This is an optimization exercise on Yosys and OpenROAD, whose aim is small area, not a production implementation. At most, simulation tests tie the RTL to the original design; equivalence was not proved.

==> 07-14: inputs <==
==> flow/design.v <==
`default_nettype none
module fs_dither_stream #(
    parameter int PIX_W    = 8,
    parameter int OUT_W    = 1,
    parameter int H_PIXELS = 320,
    parameter int V_LINES  = 240,
    parameter int ERR_W    = PIX_W + 3
) (
    input  logic                                  clk_in,
    input  logic                                  rst_in,
    input  logic [PIX_W-1:0]                      pixel_in,
    input  logic [10:0]                           hcount_in,
    input  logic [9:0]                            vcount_in,
    input  logic                                  valid_in,
    input  logic [PIX_W-1:0]                      threshold_in,
    output logic [OUT_W-1:0]                      pixel_out,
    output logic [10:0]                           hcount_out,
    output logic [9:0]                            vcount_out,
    output logic [$clog2(H_PIXELS*V_LINES)-1:0]   addr_out,
    output logic                                  valid_out
);
    localparam int c_addr_w = $clog2(H_PIXELS * V_LINES);
    localparam int c_hw     = $clog2(H_PIXELS);       
    localparam int c_vw     = $clog2(V_LINES);        
    localparam int c_mw     = 9;                      
    localparam int c_sw     = 10;                     
    localparam int c_ngrp   = (H_PIXELS + 15) / 16;   
    logic              r_phase;                  
    logic [c_mw-1:0]   r_mem [0:H_PIXELS-1];
    logic              w_we;
    logic [c_mw-1:0]   w_wdata;
    logic w_accept;
    assign w_accept = valid_in && (hcount_in < 11'(H_PIXELS))
                      && (vcount_in < 10'(V_LINES));
    logic [15:0]       w_rlo_n;
    logic [c_ngrp-1:0] w_rhi_n;
    always_comb begin
        for (int j = 0; j < 16; j++)
            w_rlo_n[j] = (hcount_in[3:0] != 4'(j));
        for (int g = 0; g < c_ngrp; g++)
            w_rhi_n[g] = (hcount_in[c_hw-1:4] != (c_hw-4)'(g));
    end
    logic [H_PIXELS-1:0] w_rsel;
    for (genvar i = 0; i < H_PIXELS; i++) begin : g_rsel
        fsd_nor2 u_sel (.a(w_rlo_n[i % 16]), .b(w_rhi_n[i / 16]), .y(w_rsel[i]));
    end
    localparam int c_nleaf = (H_PIXELS + 11) / 12;
    logic [c_mw-1:0] w_leaf [0:c_nleaf-1];
    logic [c_mw-1:0] w_rd_raw;
    for (genvar k = 0; k < c_nleaf; k++) begin : g_leaf
        for (genvar b = 0; b < c_mw; b++) begin : g_bit
            logic [3:0] w_aoi;
            for (genvar t = 0; t < 4; t++) begin : g_aoi
                localparam int c0 = 12 * k + 3 * t;
                if (c0 + 2 < H_PIXELS) begin : g_3
                    fsd_aoi222 u_aoi (
                        .a1(r_mem[c0][b]),     .a2(w_rsel[c0]),
                        .b1(r_mem[c0 + 1][b]), .b2(w_rsel[c0 + 1]),
                        .c1(r_mem[c0 + 2][b]), .c2(w_rsel[c0 + 2]),
                        .y(w_aoi[t]));
                end else if (c0 + 1 < H_PIXELS) begin : g_2
                    fsd_aoi22 u_aoi (
                        .a1(r_mem[c0][b]),     .a2(w_rsel[c0]),
                        .b1(r_mem[c0 + 1][b]), .b2(w_rsel[c0 + 1]),
                        .y(w_aoi[t]));
                end else if (c0 < H_PIXELS) begin : g_1
                    assign w_aoi[t] = ~(r_mem[c0][b] & w_rsel[c0]);
                end else begin : g_0
                    assign w_aoi[t] = 1'b1;
                end
            end
            if (12 * k + 9 < H_PIXELS) begin : g_n4
                fsd_nand4 u_or (.a(w_aoi[0]), .b(w_aoi[1]), .c(w_aoi[2]), .d(w_aoi[3]),
                                .y(w_leaf[k][b]));
            end else begin : g_n3
                fsd_nand3 u_or (.a(w_aoi[0]), .b(w_aoi[1]), .c(w_aoi[2]),
                                .y(w_leaf[k][b]));
            end
        end
    end
    always_comb begin
        w_rd_raw = '0;
        for (int k = 0; k < c_nleaf; k++)
            w_rd_raw = w_rd_raw | w_leaf[k];
    end
    logic signed [c_mw-1:0] w_rowerr;
    assign w_rowerr = (vcount_in == 10'd0) ? '0 : $signed(w_rd_raw ^ {c_mw{r_phase}});
    logic                   r_s0_valid;
    logic [PIX_W-1:0]       r_s0_thr;
    logic [c_hw-1:0]        r_s0_h;
    logic [c_vw-1:0]        r_s0_v;
    logic signed [c_sw-1:0] r_s0_sum;           
    always_ff @(posedge clk_in) begin
        r_s0_valid <= rst_in && w_accept;
        r_s0_thr   <= threshold_in;
        r_s0_h     <= hcount_in[c_hw-1:0];
        r_s0_v     <= vcount_in[c_vw-1:0];
        r_s0_sum   <= $signed({2'b00, pixel_in}) + c_sw'(w_rowerr);
    end
    logic                   r_last_ok;
    logic [c_hw-1:0]        r_out_h;
    logic [c_vw-1:0]        r_out_v;
    logic signed [7:0]      r_carry;            
    logic signed [7:0]      r_acc_a;            
    logic signed [4:0]      r_acc_b;            
    logic                   r_flush;
    logic                   w_carry_use;
    logic                   w_first, w_h_end, w_v_end;
    logic signed [c_sw-1:0] w_raw;
    logic [7:0]             w_v;
    logic                   w_q;
    logic signed [8:0]      w_err;
    logic signed [11:0]     w_ex, w_p7, w_p3, w_p5;
    logic signed [7:0]      w_s7, w_s5;
    logic signed [6:0]      w_s3;
    logic signed [4:0]      w_s1;
    logic signed [7:0]      w_base_a;
    logic signed [4:0]      w_base_b;
    logic signed [8:0]      w_pix_wdata;
    logic signed [7:0]      w_new_a;
    assign w_carry_use = r_last_ok && (r_out_v == r_s0_v)
                         && ((10'(r_out_h) + 10'd1) == 10'(r_s0_h));
    assign w_first = (r_s0_h == '0);
    assign w_h_end = (r_s0_h == c_hw'(H_PIXELS - 1));
    assign w_v_end = (r_s0_v == c_vw'(V_LINES - 1));
    assign w_raw = r_s0_sum + (w_carry_use ? c_sw'(r_carry) : '0);
    always_comb begin
        w_v = w_raw[7:0];
        if (w_raw[c_sw-1])     w_v = '0;
        else if (w_raw[8])     w_v = '1;
    end
    assign w_q   = (w_v >= r_s0_thr);
    assign w_err = $signed({1'b0, w_v}) - (w_q ? 9'sd255 : 9'sd0);
    assign w_ex = 12'(w_err);
    assign w_p7 = (w_ex <<< 3) - w_ex;
    assign w_p3 = (w_ex <<< 1) + w_ex;
    assign w_p5 = (w_ex <<< 2) + w_ex;
    assign w_s7 = 8'(w_p7 >>> 4);
    assign w_s3 = 7'(w_p3 >>> 4);
    assign w_s5 = 8'(w_p5 >>> 4);
    assign w_s1 = 5'(w_ex >>> 4);
    assign w_base_a = w_first ? '0 : r_acc_a;
    assign w_base_b = w_first ? '0 : r_acc_b;
    assign w_pix_wdata = 9'(w_base_a) + 9'(w_s3);
    assign w_new_a     = 8'(w_base_b) + w_s5;
    logic [c_hw-1:0] w_wcode;
    always_comb begin
        w_we    = 1'b0;
        w_wcode = r_s0_h;
        w_wdata = w_pix_wdata;
        if (r_s0_valid && !w_first && !w_v_end) begin
            w_we = rst_in;
        end else if (r_flush) begin
            w_we    = rst_in;
            w_wcode = c_hw'(H_PIXELS);
            w_wdata = 9'(r_acc_a);
        end
    end
    always_ff @(posedge clk_in) begin
        pixel_out <= w_q;
        if (!rst_in) begin
            valid_out <= 1'b0;
            r_last_ok <= 1'b0;
            r_acc_a   <= '0;
            r_acc_b   <= '0;
            r_flush   <= 1'b0;
        end else begin
            valid_out <= r_s0_valid;
            r_flush   <= 1'b0;
            if (r_s0_valid) begin
                r_last_ok <= 1'b1;
                r_acc_a   <= w_new_a;
                r_acc_b   <= w_h_end ? '0 : w_s1;
                r_flush   <= w_h_end && !w_v_end;
            end
        end
    end
    always_ff @(posedge clk_in) begin
        if (r_s0_valid) begin
            r_out_h <= r_s0_h;
            r_out_v <= r_s0_v;
            r_carry <= w_s7;
        end
    end
    assign hcount_out = 11'(r_out_h);
    assign vcount_out = 10'(r_out_v);
    assign addr_out   = c_addr_w'(r_out_h) + c_addr_w'(H_PIXELS) * c_addr_w'(r_out_v);
    always_ff @(posedge clk_in) begin
        if (r_phase) r_phase <= 1'b0;
        else         r_phase <= 1'b1;
    end
    logic [c_mw-1:0] w_wd_n;
    assign w_wd_n = w_wdata ^ {c_mw{r_phase}};
    localparam int c_nwgrp = H_PIXELS / 16 + 1;
    logic [15:0]        w_wlo, w_wlo_n;
    logic [c_nwgrp-1:0] w_whi, w_whi_n;
    always_comb begin
        for (int j = 0; j < 16; j++) begin
            w_wlo[j]   = w_we && (w_wcode[3:0] == 4'(j));
            w_wlo_n[j] = ~w_wlo[j];
        end
        for (int g = 0; g < c_nwgrp; g++) begin
            w_whi[g]   = (w_wcode[c_hw-1:4] == (c_hw-4)'(g));
            w_whi_n[g] = ~w_whi[g];
        end
    end
    for (genvar i = 0; i < H_PIXELS; i++) begin : g_row
        logic            w_row_we, w_row_we_n;
        logic [c_mw-1:0] w_next;
        fsd_nor2  u_we  (.a(w_wlo_n[(i + 1) % 16]), .b(w_whi_n[(i + 1) / 16]),
                         .y(w_row_we));
        fsd_nand2 u_wen (.a(w_wlo[(i + 1) % 16]),   .b(w_whi[(i + 1) / 16]),
                         .y(w_row_we_n));
        for (genvar b = 0; b < c_mw; b++) begin : g_bit
            fsd_oai22 u_d (.a1(r_mem[i][b]), .a2(w_row_we),
                           .b1(w_wd_n[b]),   .b2(w_row_we_n), .y(w_next[b]));
        end
        always_ff @(posedge clk_in) begin
            r_mem[i] <= w_next;
        end
    end
endmodule
module fsd_oai22 (input logic a1, a2, b1, b2, output logic y);
    assign y = ~((a1 | a2) & (b1 | b2));
endmodule
module fsd_aoi222 (input logic a1, a2, b1, b2, c1, c2, output logic y);
    assign y = ~((a1 & a2) | (b1 & b2) | (c1 & c2));
endmodule
module fsd_aoi22 (input logic a1, a2, b1, b2, output logic y);
    assign y = ~((a1 & a2) | (b1 & b2));
endmodule
module fsd_nand4 (input logic a, b, c, d, output logic y);
    assign y = ~(a & b & c & d);
endmodule
module fsd_nand3 (input logic a, b, c, output logic y);
    assign y = ~(a & b & c);
endmodule
module fsd_nand2 (input logic a, b, output logic y);
    assign y = ~(a & b);
endmodule
module fsd_nor2 (input logic a, b, output logic y);
    assign y = ~(a | b);
endmodule
`default_nettype wire
==> flow/run.sh <==
#!/bin/bash
# synth_recipe.tcl (not shown) runs the flow's synth.tcl, then flattens the netlist and writes it again
# the make line also repeats each setting of config.mk as NAME=value (left out here)
make -C /OpenROAD-flow-scripts/flow DESIGN_CONFIG=/design/flow/config.mk WORK_HOME=/design/flow/orfs CLKGATE_MAP_FILE= SYNTH_SCRIPT=/design/flow/synth_recipe.tcl finish
==> flow/config.mk <==
export PLATFORM = sky130hd
export DESIGN_NAME = fs_dither_stream
export DESIGN_NICKNAME = fs_dither_stream
export VERILOG_FILES = /design/flow/design.v
export SDC_FILE = /design/flow/constraint.sdc
export NUM_CORES = 4
export LEC_CHECK = 0
export CAP_MARGIN = 20
export CORE_MARGIN = 2
export CORE_UTILIZATION = 50
export CTS_BUF_LIST = sky130_fd_sc_hd__clkbuf_8
export CTS_CLUSTER_DIAMETER = 50
export CTS_CLUSTER_SIZE = 20
export SLEW_MARGIN = 20
export SYNTH_HIERARCHICAL = 1
==> flow/constraint.sdc <==
create_clock -name core_clock -period 12.0 [get_ports {clk_in}]
set_input_delay 2.4000 -clock core_clock [delete_from_list [all_inputs] [get_ports {clk_in}]]
set_output_delay 2.4000 -clock core_clock [all_outputs]
set_load 0.01 [all_outputs]
==> 01-01: changes against 07-14 <==
--- a/flow/design.v
+++ b/flow/design.v
@@ -26,4 +26,13 @@
     localparam int c_sw     = 10;                     
     localparam int c_ngrp   = (H_PIXELS + 15) / 16;   
+    function automatic logic [11:0] f_add(input logic [11:0] a, input logic [11:0] b,
+                                          input logic cin);
+        logic c;
+        c = cin;
+        for (int i = 0; i < 12; i++) begin
+            f_add[i] = a[i] ^ b[i] ^ c;
+            c        = (a[i] & b[i]) | (a[i] & c) | (b[i] & c);
+        end
+    endfunction
     logic              r_phase;                  
     logic [c_mw-1:0]   r_mem [0:H_PIXELS-1];
@@ -96,5 +105,5 @@
         r_s0_h     <= hcount_in[c_hw-1:0];
         r_s0_v     <= vcount_in[c_vw-1:0];
-        r_s0_sum   <= $signed({2'b00, pixel_in}) + c_sw'(w_rowerr);
+        r_s0_sum   <= c_sw'(f_add(12'(pixel_in), 12'(w_rowerr), 1'b0));
     end
     logic                   r_last_ok;
@@ -130,10 +139,12 @@
         else if (w_raw[8])     w_v = '1;
     end
+    logic [11:0] w_inc;
     assign w_q   = (w_v >= r_s0_thr);
-    assign w_err = $signed({1'b0, w_v}) - (w_q ? 9'sd255 : 9'sd0);
+    assign w_inc = f_add({4'b0, w_v}, 12'b0, w_q);
+    assign w_err = {w_inc[8] ^ w_q, w_inc[7:0]};
     assign w_ex = 12'(w_err);
-    assign w_p7 = (w_ex <<< 3) - w_ex;
+    assign w_p7 = f_add(w_ex <<< 3, ~w_ex, 1'b1);
     assign w_p3 = (w_ex <<< 1) + w_ex;
-    assign w_p5 = (w_ex <<< 2) + w_ex;
+    assign w_p5 = f_add(w_ex <<< 2, w_ex, 1'b0);
     assign w_s7 = 8'(w_p7 >>> 4);
     assign w_s3 = 7'(w_p3 >>> 4);
@@ -143,5 +154,5 @@
     assign w_base_b = w_first ? '0 : r_acc_b;
     assign w_pix_wdata = 9'(w_base_a) + 9'(w_s3);
-    assign w_new_a     = 8'(w_base_b) + w_s5;
+    assign w_new_a     = 8'(f_add(12'(w_base_b), 12'(w_s5), 1'b0));
     logic [c_hw-1:0] w_wcode;
     always_comb begin
@@ -185,5 +196,7 @@
     assign hcount_out = 11'(r_out_h);
     assign vcount_out = 10'(r_out_v);
-    assign addr_out   = c_addr_w'(r_out_h) + c_addr_w'(H_PIXELS) * c_addr_w'(r_out_v);
+    logic [11:0] w_v5;
+    assign w_v5     = f_add({2'b0, r_out_v, 2'b00}, {4'b0, r_out_v}, 1'b0);
+    assign addr_out = {11'(f_add(w_v5, {9'b0, r_out_h[8:6]}, 1'b0)), r_out_h[5:0]};
     always_ff @(posedge clk_in) begin
         if (r_phase) r_phase <= 1'b0;
==> flow/flow/run.sh (new file) <==
#!/bin/bash
# Layout flow: the standard ORFS flow (standard.sh), with two changes
# passed to ORFS through its own variables:
#  * clock tree synthesis without dummy loads, leaf clusters of at most
#    16 sinks within 60 um, built from clkbuf_8;
#  * input and output ports buffered with the smallest buffer, buf_1.
# Everything else, the clock period and the constraints included, is the
# standard flow's. Each tool's output goes to the ORFS logs under orfs/;
# the driver output goes to flow_run.log here.
set -o pipefail
cd "$(dirname "$0")/.."
export CTS_ARGS="-sink_clustering_enable -repair_clock_nets -dont_use_dummy_load -sink_clustering_size 16 -sink_clustering_max_diameter 60 -buf_list sky130_fd_sc_hd__clkbuf_8"
export BUFFER_PORTS_ARGS="-buffer_cell sky130_fd_sc_hd__buf_1"
bash standard.sh > flow_run.log 2>&1
==> flow/standard.sh (new file) <==
#!/bin/bash
# synth_recipe.tcl (not shown) runs the flow's synth.tcl, then flattens the netlist and writes it again
# the make line also repeats each setting of config.mk as NAME=value (left out here)
make -C /OpenROAD-flow-scripts/flow DESIGN_CONFIG=/design/flow/config.mk WORK_HOME=/design/flow/orfs CLKGATE_MAP_FILE= SYNTH_SCRIPT=/design/flow/synth_recipe.tcl "${@:-finish}"
==> flow/config.mk (replaced) <==
export PLATFORM = sky130hd
export DESIGN_NAME = fs_dither_stream
export DESIGN_NICKNAME = fs_dither_stream
export VERILOG_FILES = /design/flow/design.v
export SDC_FILE = /design/flow/constraint.sdc
export NUM_CORES = 4
export LEC_CHECK = 0
export CAP_MARGIN = 50
export CORE_MARGIN = 2
export CORE_UTILIZATION = 50
export SLEW_MARGIN = 50
export SYNTH_HIERARCHICAL = 1
removed: flow/run.sh
==> 04-20: changes against 07-14 <==
--- a/flow/design.v
+++ b/flow/design.v
@@ -29,4 +29,5 @@
     logic [c_mw-1:0]   r_mem [0:H_PIXELS-1];
     logic              w_we;
+    logic [c_hw-1:0]   w_waddr;
     logic [c_mw-1:0]   w_wdata;
     logic w_accept;
@@ -144,8 +145,7 @@
     assign w_pix_wdata = 9'(w_base_a) + 9'(w_s3);
     assign w_new_a     = 8'(w_base_b) + w_s5;
-    logic [c_hw-1:0] w_wcode;
     always_comb begin
         w_we    = 1'b0;
-        w_wcode = r_s0_h;
+        w_waddr = r_s0_h - c_hw'(1);
         w_wdata = w_pix_wdata;
         if (r_s0_valid && !w_first && !w_v_end) begin
@@ -153,5 +153,5 @@
         end else if (r_flush) begin
             w_we    = rst_in;
-            w_wcode = c_hw'(H_PIXELS);
+            w_waddr = c_hw'(H_PIXELS - 1);
             w_wdata = 9'(r_acc_a);
         end
@@ -192,14 +192,13 @@
     logic [c_mw-1:0] w_wd_n;
     assign w_wd_n = w_wdata ^ {c_mw{r_phase}};
-    localparam int c_nwgrp = H_PIXELS / 16 + 1;
-    logic [15:0]        w_wlo, w_wlo_n;
-    logic [c_nwgrp-1:0] w_whi, w_whi_n;
+    logic [15:0]       w_wlo, w_wlo_n;
+    logic [c_ngrp-1:0] w_whi, w_whi_n;
     always_comb begin
         for (int j = 0; j < 16; j++) begin
-            w_wlo[j]   = w_we && (w_wcode[3:0] == 4'(j));
+            w_wlo[j]   = w_we && (w_waddr[3:0] == 4'(j));
             w_wlo_n[j] = ~w_wlo[j];
         end
-        for (int g = 0; g < c_nwgrp; g++) begin
-            w_whi[g]   = (w_wcode[c_hw-1:4] == (c_hw-4)'(g));
+        for (int g = 0; g < c_ngrp; g++) begin
+            w_whi[g]   = (w_waddr[c_hw-1:4] == (c_hw-4)'(g));
             w_whi_n[g] = ~w_whi[g];
         end
@@ -208,8 +207,6 @@
         logic            w_row_we, w_row_we_n;
         logic [c_mw-1:0] w_next;
-        fsd_nor2  u_we  (.a(w_wlo_n[(i + 1) % 16]), .b(w_whi_n[(i + 1) / 16]),
-                         .y(w_row_we));
-        fsd_nand2 u_wen (.a(w_wlo[(i + 1) % 16]),   .b(w_whi[(i + 1) / 16]),
-                         .y(w_row_we_n));
+        fsd_nor2  u_we  (.a(w_wlo_n[i % 16]), .b(w_whi_n[i / 16]), .y(w_row_we));
+        fsd_nand2 u_wen (.a(w_wlo[i % 16]),   .b(w_whi[i / 16]),   .y(w_row_we_n));
         for (genvar b = 0; b < c_mw; b++) begin : g_bit
             fsd_oai22 u_d (.a1(r_mem[i][b]), .a2(w_row_we),
--- a/flow/config.mk
+++ b/flow/config.mk
@@ -8,8 +8,5 @@
 export CAP_MARGIN = 20
 export CORE_MARGIN = 2
-export CORE_UTILIZATION = 50
-export CTS_BUF_LIST = sky130_fd_sc_hd__clkbuf_8
-export CTS_CLUSTER_DIAMETER = 50
-export CTS_CLUSTER_SIZE = 20
+export CORE_UTILIZATION = 60
 export SLEW_MARGIN = 20
 export SYNTH_HIERARCHICAL = 1
==> qor summary <==
Result of the run: 04-20 no timing/DRC/antenna violations; 01-01 no timing/DRC/antenna violations; 07-14 no timing/DRC/antenna violations
Cell seen most often among critical-path stages: 04-20 -; 01-01 sky130_fd_sc_hd__ha_1; 07-14 sky130_fd_sc_hd__xnor2_1
Vertical die dimension: 04-20 409 um; 01-01 445 um; 07-14 448 um
Maximum clock path buffer count: 04-20 4; 01-01 3; 07-14 3
Proportion of synthesized chip area in sequential cells: 04-20 60.5%; 01-01 61.2%; 07-14 60.5%
Length in cells of the worst reg-to-reg path: 04-20 42; 01-01 44; 07-14 44
Post-Synthesis Cell Area: 04-20 98,300 um^2; 01-01 97,200 um^2; 07-14 98,400 um^2
Die span in x: 04-20 409 um; 01-01 445 um; 07-14 448 um
Required arrival time at the worst endpoint: 04-20 12.76 ns; 01-01 12.87 ns; 07-14 12.92 ns
Timing endpoint of the critical path: 04-20 r_mem[133][8]$_DFF_P_; 01-01 r_mem[131][6]$_DFF_P_; 07-14 r_mem[116][8]$_DFF_P_
Share of the synthesized area in compound gates (AO/OA/AOI/OAI): 04-20 29.3%; 01-01 29.1%; 07-14 29.4%
Fmax: 04-20 0.0931 GHz; 01-01 0.0970 GHz; 07-14 0.0955 GHz
Synthesized netlist cell count: 04-20 8,913; 01-01 8,736; 07-14 8,915
Crit-path max cell delay: 04-20 0.58 ns; 01-01 0.55 ns; 07-14 0.59 ns
Number of non-clock buffers in the layout: 04-20 226; 01-01 265; 07-14 202
The RTL of 04-20 was laid out without a check of its function.

[port drivers added, routing unchanged]
The flow's constraints put no driver on any port. The routed layouts listed below were extracted and timed again, unchanged, in two steps. Step 1 sets driving cells, clkbuf_16 on the clock port and buf_2 on the other inputs (assumed; they add their load-dependent delay and slew). Step 2 also shifts input and output timing later by t, the mid clock arrival at the registers, as if the neighbouring blocks saw the same clock. a / b / c = ideal ports / drivers / drivers and shift; a / b = the first two.
run	t (ns)	setup slack, ns	worst data-port slew with drivers (ns)
07-14	1.155	1.532 / 1.532 / 1.349	0.15
01-01	1.094	1.686 / 1.686 / 1.352	0.15
04-20	1.004	1.253 / 1.253 / 1.206	0.12
After both steps setup and hold are still met in every run listed. The setup slack of 01-01, which loses most, moves by 0.000 ns with the drivers and by -0.334 ns with both steps.
